Source: an optimization exercise on an open RTL-to-GDS flow (aim: small area and a short achievable clock period). Production flows keep margins and buffers that such runs may drop. Only simulation tests tie the RTL to the original design; equivalence was not proved. No driver is modelled on the clock port, so clock power and skew are understated where the tree is cut down; a real chip needs a root buffer or a tree. Power figures rest on the tool's default switching activity, not on a simulated workload.

== JK ==
Design apb_cordic_regfile, start of the top module:
module apb_cordic_regfile #(
    parameter logic [4:0]  RST_XYFRACBASE    = 5'd16,
    parameter logic [4:0]  RST_PHASEFRACBASE = 5'd16,
    parameter logic [31:0] RST_XYBASEONE     = 32'h0001_0000,
    parameter logic [31:0] RST_SCALE_FACTOR  = 32'h0000_9B75
) (
    input  logic          clk,
    input  logic          rst_n,
    input  logic          psel,
    input  logic          penable,
    input  logic          pwrite,
    input  logic [7:0]    paddr,
    input  logic [31:0]   pwdata,
    output logic [31:0]   prdata,
    output logic          pready,
    output logic          pslverr,
    output logic          cordic_start,
    output logic [2:0]    cordic_func,
    output logic [31:0]   a,
    output logic [31:0]   b,
    output logic [31:0]   c,
    output logic [31:0]   d,
    output logic [4:0]    xyfracbase,
    output logic [4:0]    phasefracbase,
    output logic [31:0]   scale_factor,
    output logic [31:0]   xybaseone,
    output logic [1023:0] invtan_flat,
    input  logic [191:0]  res_flat,
    input  logic          write_op,
    output logic          irq
);
Size in the first run: ~3100 cells after synthesis, ~1500 I/O pins, about 57000 sq um of cells after synthesis.
clock: 5.0 ns
lec_check: 0
cap_margin: 20
core_area: 5 5 375 375
die_area: 0 0 380 380
setup_slack_margin: 2.65
slew_margin: 20
synth_hierarchical: 1
standard.sh (not shown) runs the stock make flow with config.mk's settings and CLKGATE_MAP_FILE= SYNTH_SCRIPT=/design/flow/synth_recipe.tcl, a recipe that flattens the netlist after the stock synthesis.
==> flow/flow/run.sh <==
#!/bin/bash
# Standard ORFS layout with these changes:
#  - after the standard synthesis, the read-mux AOI22 gates are set to their smallest size
#    and its NAND4 gates to the next size up (flow/downsize.tcl);
#  - the port buffers are the smallest plain buffer (buf_1) instead of a delay buffer;
#  - pins may sit one routing track apart, so a smaller die fits all 1499 ports;
#  - the clock tree is built by flow/cts.tcl (two balanced levels of clkbuf_16) instead of
#    TritonCTS, followed by timing repair; ORFS's own steps do everything after it.
set -euo pipefail
RES=orfs/results/${FLOW_PLATFORM}/apb_cordic_regfile/base
VARS=("BUFFER_PORTS_ARGS=-buffer_cell sky130_fd_sc_hd__buf_1"
      "PLACE_PINS_ARGS=-min_distance 1 -min_distance_in_tracks")
bash standard.sh synth > synth.log 2>&1
RESULTS=$RES NAND4=sky130_fd_sc_hd__nand4_2 openroad -no_init -exit flow/downsize.tcl > downsize.log 2>&1
bash standard.sh "${VARS[@]}" place > place.log 2>&1
MK=(make -C "$FLOW_HOME" DESIGN_CONFIG="$PWD/config.mk" WORK_HOME="$PWD/orfs")
export DONT_USE_CELLS="$("${MK[@]}" print-DONT_USE_CELLS | sed -n 's/^DONT_USE_CELLS: //p')"
export SETUP_SLACK_MARGIN="$("${MK[@]}" print-SETUP_SLACK_MARGIN | sed -n 's/^SETUP_SLACK_MARGIN: //p')"
export MATCH_CELL_FOOTPRINT="$("${MK[@]}" print-MATCH_CELL_FOOTPRINT | sed -n 's/^MATCH_CELL_FOOTPRINT: //p')"
export CELL_PAD_IN_SITES_DETAIL_PLACEMENT="$("${MK[@]}" print-CELL_PAD_IN_SITES_DETAIL_PLACEMENT | sed -n 's/^CELL_PAD_IN_SITES_DETAIL_PLACEMENT: //p')"
export PLATFORM_DIR="$FLOW_HOME/platforms/$FLOW_PLATFORM"
export LIB="$PLATFORM_DIR/lib/sky130_fd_sc_hd__tt_025C_1v80.lib"
export NLEAF=80 NROOT=4
RESULTS=$RES openroad -no_init -exit flow/cts.tcl > cts.log 2>&1
bash standard.sh "${VARS[@]}" finish > layout.log 2>&1
==> flow/flow/cts.tcl <==
# Clock tree built directly: the flip-flops are split by recursive bisection of their
# placement into NLEAF equal groups, each driven by one leaf clkbuf_16 at the group's
# centre; the leaves are split the same way into NROOT groups, each driven by one root
# clkbuf_16 that the clock port drives. Then the post-CTS steps: legalise, size up the
# input port buffers that drive many loads, repair_design against a tighter slew target
# (RD_SLEW, used for this repair only), repair timing, legalise.
set R $::env(RESULTS)
read_liberty $::env(LIB)
read_db $R/3_place.odb
read_sdc $R/3_place.sdc
source $::env(PLATFORM_DIR)/setRC.tcl
set_dont_use $::env(DONT_USE_CELLS)

set NLEAF [expr {[info exists ::env(NLEAF)] ? $::env(NLEAF) : 64}]
set NROOT [expr {[info exists ::env(NROOT)] ? $::env(NROOT) : 4}]
set LEAFBUF [expr {[info exists ::env(LEAFBUF)] ? $::env(LEAFBUF) : "sky130_fd_sc_hd__clkbuf_16"}]
set ROOTBUF [expr {[info exists ::env(ROOTBUF)] ? $::env(ROOTBUF) : "sky130_fd_sc_hd__clkbuf_16"}]

set db [ord::get_db]
set block [ord::get_db_block]
set clknet [$block findNet clk]

# sinks: every instance pin on the clock net
set sinks {}
foreach it [$clknet getITerms] {
  set inst [$it getInst]
  set bb [$inst getBBox]
  set x [expr {([$bb xMin] + [$bb xMax]) / 2}]
  set y [expr {([$bb yMin] + [$bb yMax]) / 2}]
  lappend sinks [list $x $y $it]
}
puts "clock sinks: [llength $sinks]"

# recursive bisection into n groups of (nearly) equal size, cutting across the longer side
proc bisect {pts n} {
  if {$n <= 1 || [llength $pts] <= 1} { return [list $pts] }
  set xs [lmap p $pts {lindex $p 0}]
  set ys [lmap p $pts {lindex $p 1}]
  set dx [expr {[tcl::mathfunc::max {*}$xs] - [tcl::mathfunc::min {*}$xs]}]
  set dy [expr {[tcl::mathfunc::max {*}$ys] - [tcl::mathfunc::min {*}$ys]}]
  set k [expr {$dx >= $dy ? 0 : 1}]
  set s [lsort -integer -index $k $pts]
  set nl [expr {$n / 2}]
  set h [expr {([llength $s] * $nl) / $n}]
  return [concat [bisect [lrange $s 0 [expr {$h-1}]] $nl] [bisect [lrange $s $h end] [expr {$n - $nl}]]]
}

proc centre {pts} {
  set sx 0; set sy 0
  foreach p $pts { incr sx [lindex $p 0]; incr sy [lindex $p 1] }
  set n [llength $pts]
  return [list [expr {$sx / $n}] [expr {$sy / $n}]]
}

proc new_buf {block master name x y} {
  set inst [odb::dbInst_create $block $master $name]
  # centre the cell on (x, y)
  set w [$master getWidth]; set h [$master getHeight]
  $inst setLocation [expr {$x - $w/2}] [expr {$y - $h/2}]
  $inst setPlacementStatus PLACED
  return $inst
}

set lm [$db findMaster $LEAFBUF]
set rm [$db findMaster $ROOTBUF]
set groups [bisect $sinks $NLEAF]
set leaves {}
set i 0
foreach g $groups {
  lassign [centre $g] cx cy
  set b [new_buf $block $lm "cts_leaf_$i" $cx $cy]
  set n [odb::dbNet_create $block "clknet_leaf_$i"]
  $n setSigType CLOCK
  foreach p $g {
    set it [lindex $p 2]
    $it disconnect
    $it connect $n
  }
  [$b findITerm X] connect $n
  lappend leaves [list $cx $cy $b]
  incr i
}
set rgroups [bisect $leaves $NROOT]
set i 0
foreach g $rgroups {
  lassign [centre $g] cx cy
  set b [new_buf $block $rm "cts_root_$i" $cx $cy]
  set n [odb::dbNet_create $block "clknet_root_$i"]
  $n setSigType CLOCK
  foreach p $g { [[lindex $p 2] findITerm A] connect $n }
  [$b findITerm X] connect $n
  [$b findITerm A] connect $clknet
  incr i
}
$clknet setSigType CLOCK
puts "leaf buffers: [llength $leaves], root buffers: $i"

set_placement_padding -global -left $::env(CELL_PAD_IN_SITES_DETAIL_PLACEMENT) -right $::env(CELL_PAD_IN_SITES_DETAIL_PLACEMENT)
detailed_placement
set_propagated_clock [all_clocks]
estimate_parasitics -placement
report_clock_latency
# Input port buffers that drive several loads: start them at a useful size (repair_timing
# leaves them alone).
set nup 0
foreach inst [$block getInsts] {
  if {![string match "input*" [$inst getName]]} continue
  set onet [[$inst findITerm X] getNet]
  set fo [llength [$onet getITerms]]
  incr fo -1
  set m ""
  if {$fo > 12} { set m sky130_fd_sc_hd__buf_8 } elseif {$fo > 3} { set m sky130_fd_sc_hd__buf_4 }
  if {$m ne ""} { $inst swapMaster [$db findMaster $m]; incr nup }
}
puts "upsized $nup input buffers"
detailed_placement
estimate_parasitics -placement
puts "before repair: WS [worst_slack -max]"
# Tighter slew target for this repair only (not written to the SDC)
if {[info exists ::env(RD_SLEW)]} {
  set_max_transition $::env(RD_SLEW) [current_design]
  repair_design -slew_margin 0 -cap_margin 20 -match_cell_footprint
  detailed_placement
  estimate_parasitics -placement
  puts "after repair_design: WS [worst_slack -max] area [rsz::design_area]"
}
set margin $::env(SETUP_SLACK_MARGIN)
set steps [expr {[info exists ::env(REPAIR_STEPS)] ? $::env(REPAIR_STEPS) : $margin}]
foreach m $steps {
  set args [list -setup_margin $m -hold_margin 0 -repair_tns 100 -verbose]
  if {$::env(MATCH_CELL_FOOTPRINT)} { lappend args -match_cell_footprint }
  puts "repair_timing $args"
  repair_timing {*}$args
  puts "after margin $m: WS [worst_slack -max] area [rsz::design_area]"
}
detailed_placement
check_placement -verbose
write_db $R/4_1_cts.odb
set f [open $R/3_place.sdc]; set sdc [read $f]; close $f
set f [open $R/4_cts.sdc w]; puts $f $sdc; puts $f "set_propagated_clock \[all_clocks\]"; close $f
==> flow/flow/downsize.tcl <==
# Set the read-mux gates to chosen sizes: AOI22 at the smallest size (timing repair upsizes
# the ones that need it), NAND4 one size up (they drive the longest wires of the mux).
read_db $::env(RESULTS)/1_synth.odb
set db [ord::get_db]
set swap [dict create sky130_fd_sc_hd__a22oi_2 sky130_fd_sc_hd__a22oi_1 sky130_fd_sc_hd__nand4_1 $::env(NAND4)]
set n 0
foreach inst [[ord::get_db_block] getInsts] {
  set m [[$inst getMaster] getName]
  if {[dict exists $swap $m]} { $inst swapMaster [$db findMaster [dict get $swap $m]]; incr n }
}
puts "resized $n read-mux gates"
write_db $::env(RESULTS)/1_synth.odb
--- input diff JK..MS ---
- a change of SETUP_SLACK_MARGIN from 2.65 to 2.7
## What came out
Changes observed in MS relative to JK: path length in cells of the critical path fell 2; wire length fell by 2.0%; maximum vdd ir drop now sits higher. | initial antenna violation count | higher: JK |. Count of placed standard cells including taps across JK and MS: no real change.
#### Input delta (AL over MS)
- SETUP_SLACK_MARGIN changed from 2.7 to 2.8
Notes after the runs:
Every run (AL and MS) finished clean. NOTE: delay of the slowest cell on the worst path in AL falls short of that of MS. Compared with MS, AL is the more power-hungry design. Of the two values seen for cell with the biggest individual delay on the critical path, nor3_4 was produced by AL and nor2_4 by MS. For the global-route usage, AL came in 1.8 points higher than MS did. The lower number of search-and-repair iterations in the first detailed-routing pass of AL and MS is in AL.
diff inputs: AL => TR
-- flow/flow/run.sh --
<<< AL, line 4
#    and its NAND4 gates to the next size up (flow/downsize.tcl);
>>> TR, line 4
#    (timing repair upsizes the ones that need it);
<<< AL, line 8
#    TritonCTS, followed by timing repair; ORFS's own steps do everything after it.
>>> TR, line 8
#    TritonCTS; ORFS own steps do everything after it.
<<< AL, line 14
RESULTS=$RES NAND4=sky130_fd_sc_hd__nand4_2 openroad -no_init -exit flow/downsize.tcl > downsize.log 2>&1
>>> TR, line 14
RESULTS=$RES openroad -no_init -exit flow/downsize.tcl > downsize.log 2>&1
<<< AL, line 23
export NLEAF=80 NROOT=4
>>> TR, line 23
export NLEAF=80 NROOT=4 RD_SLEW=0.5
==> flow/flow/downsize.tcl <==
# Downsize the read-mux AOI22 gates that synthesis mapped to a22oi_2; timing repair upsizes
# the ones that need it.
read_db $::env(RESULTS)/1_synth.odb
set db [ord::get_db]
set m1 [$db findMaster sky130_fd_sc_hd__a22oi_1]
set n 0
foreach inst [[ord::get_db_block] getInsts] {
  if {[[$inst getMaster] getName] eq "sky130_fd_sc_hd__a22oi_2"} { $inst swapMaster $m1; incr n }
}
puts "downsized $n a22oi_2 -> a22oi_1"
write_db $::env(RESULTS)/1_synth.odb
--- outcome ---
The synthesized cell count on TR is in line with that on AL. In the metrics for AL and TR, the one carrying the higher wire length of the first global-routing pass is AL. As far as combinational group share of total power is concerned, TR and AL perform about the same. Comparing TR with AL, the placed instance count came out essentially unchanged. Final estimated routing congestion in global placement ended up about 0.5% higher on TR than on AL. Summary of TR over AL: met2 usage in global routing shows a reduction of 1.7 points; multi-input logic area now sits lower; worst setup timing slack at the placement stage now sits lower. Diff AL -> TR: post-layout minimum cycle time higher, maximum clock frequency lost 7.5%. Between AL and TR, the difference in clock skew is negligible.
#### Input delta (PW over TR)
- SETUP_SLACK_MARGIN: 2.8 -> 2.75
-- flow/flow/run.sh --
<<< TR, line 4
#    (timing repair upsizes the ones that need it);
>>> PW, line 4
#    and its NAND4 gates to the next size up (flow/downsize.tcl);
<<< TR, line 8
#    TritonCTS; ORFS own steps do everything after it.
>>> PW, line 8
#    TritonCTS, followed by timing repair; ORFS's own steps do everything after it.
<<< TR, line 14
RESULTS=$RES openroad -no_init -exit flow/downsize.tcl > downsize.log 2>&1
>>> PW, line 14
RESULTS=$RES NAND4=sky130_fd_sc_hd__nand4_2 openroad -no_init -exit flow/downsize.tcl > downsize.log 2>&1
<<< TR, line 23
export NLEAF=80 NROOT=4 RD_SLEW=0.5
>>> PW, line 23
export NLEAF=80 NROOT=4
==> flow/flow/downsize.tcl <==
# Set the read-mux gates to chosen sizes: AOI22 at the smallest size (timing repair upsizes
# the ones that need it), NAND4 one size up (they drive the longest wires of the mux).
read_db $::env(RESULTS)/1_synth.odb
set db [ord::get_db]
set swap [dict create sky130_fd_sc_hd__a22oi_2 sky130_fd_sc_hd__a22oi_1 sky130_fd_sc_hd__nand4_1 $::env(NAND4)]
set n 0
foreach inst [[ord::get_db_block] getInsts] {
  set m [[$inst getMaster] getName]
  if {[dict exists $swap $m]} { $inst swapMaster [$db findMaster [dict get $swap $m]]; incr n }
}
puts "resized $n read-mux gates"
write_db $::env(RESULTS)/1_synth.odb
Findings:
- PW: met1 wire length is 1.6 mm higher than what TR reported.
- [PW] worst setup slack rose 140 ps relative to TR
- Delta (PW minus TR): met2 wire length increased by about 1.3% relative to the old numbers, tightest slew margin relative to the limit lower, clock insertion delay at the later pin of the skew report saw little to no change, fill cell instance count of the final layout higher.
- [compare] base=TR new=PW: ratio of routed vias to standard cells has remained practically unchanged; wire length increased about 1.2%.
No run of this note takes its clock network from TritonCTS; it comes from the design's own scripts or RTL.

## what the ideal ports hide
The flow's constraints put no driver on any port. The routed layouts listed below were extracted and timed again, unchanged, in two steps. Step 1, drivers: a clkbuf_16 drives clk and a buf_2 each remaining input, both assumed. Step 2, shift: input delay + t, output delay - t, t = (earliest + latest rising clock arrival at the registers) / 2. This alone moves slack from input paths to output paths. a / b / c = ideal / step 1 / step 2; a / b = the first two.
run | shift t [ns] | slack for setup (ns) | worst setup path after step 2 | worst slew at a driven data input, ns | cell pins on the clock port's net
JK | 0.724 | 2.606 / 2.451 / 1.903 | input to register | 0.15 | 4
MS | 0.725 | 2.179 / 2.216 / 1.491 | input to register | 0.16 | 4
AL | 0.718 | 2.761 / 2.605 / 2.073 | input to register | 0.16 | 4
TR | 0.728 | 2.579 / 2.564 / 1.892 | input to register | 0.24 | 4
PW | 0.718 | 2.715 / 2.542 / 2.047 | input to register | 0.15 | 4
After both steps every run listed still meets setup and hold. For JK, which loses most, drivers alone change the setup slack by -0.155 ns; drivers and shift together by -0.703 ns.
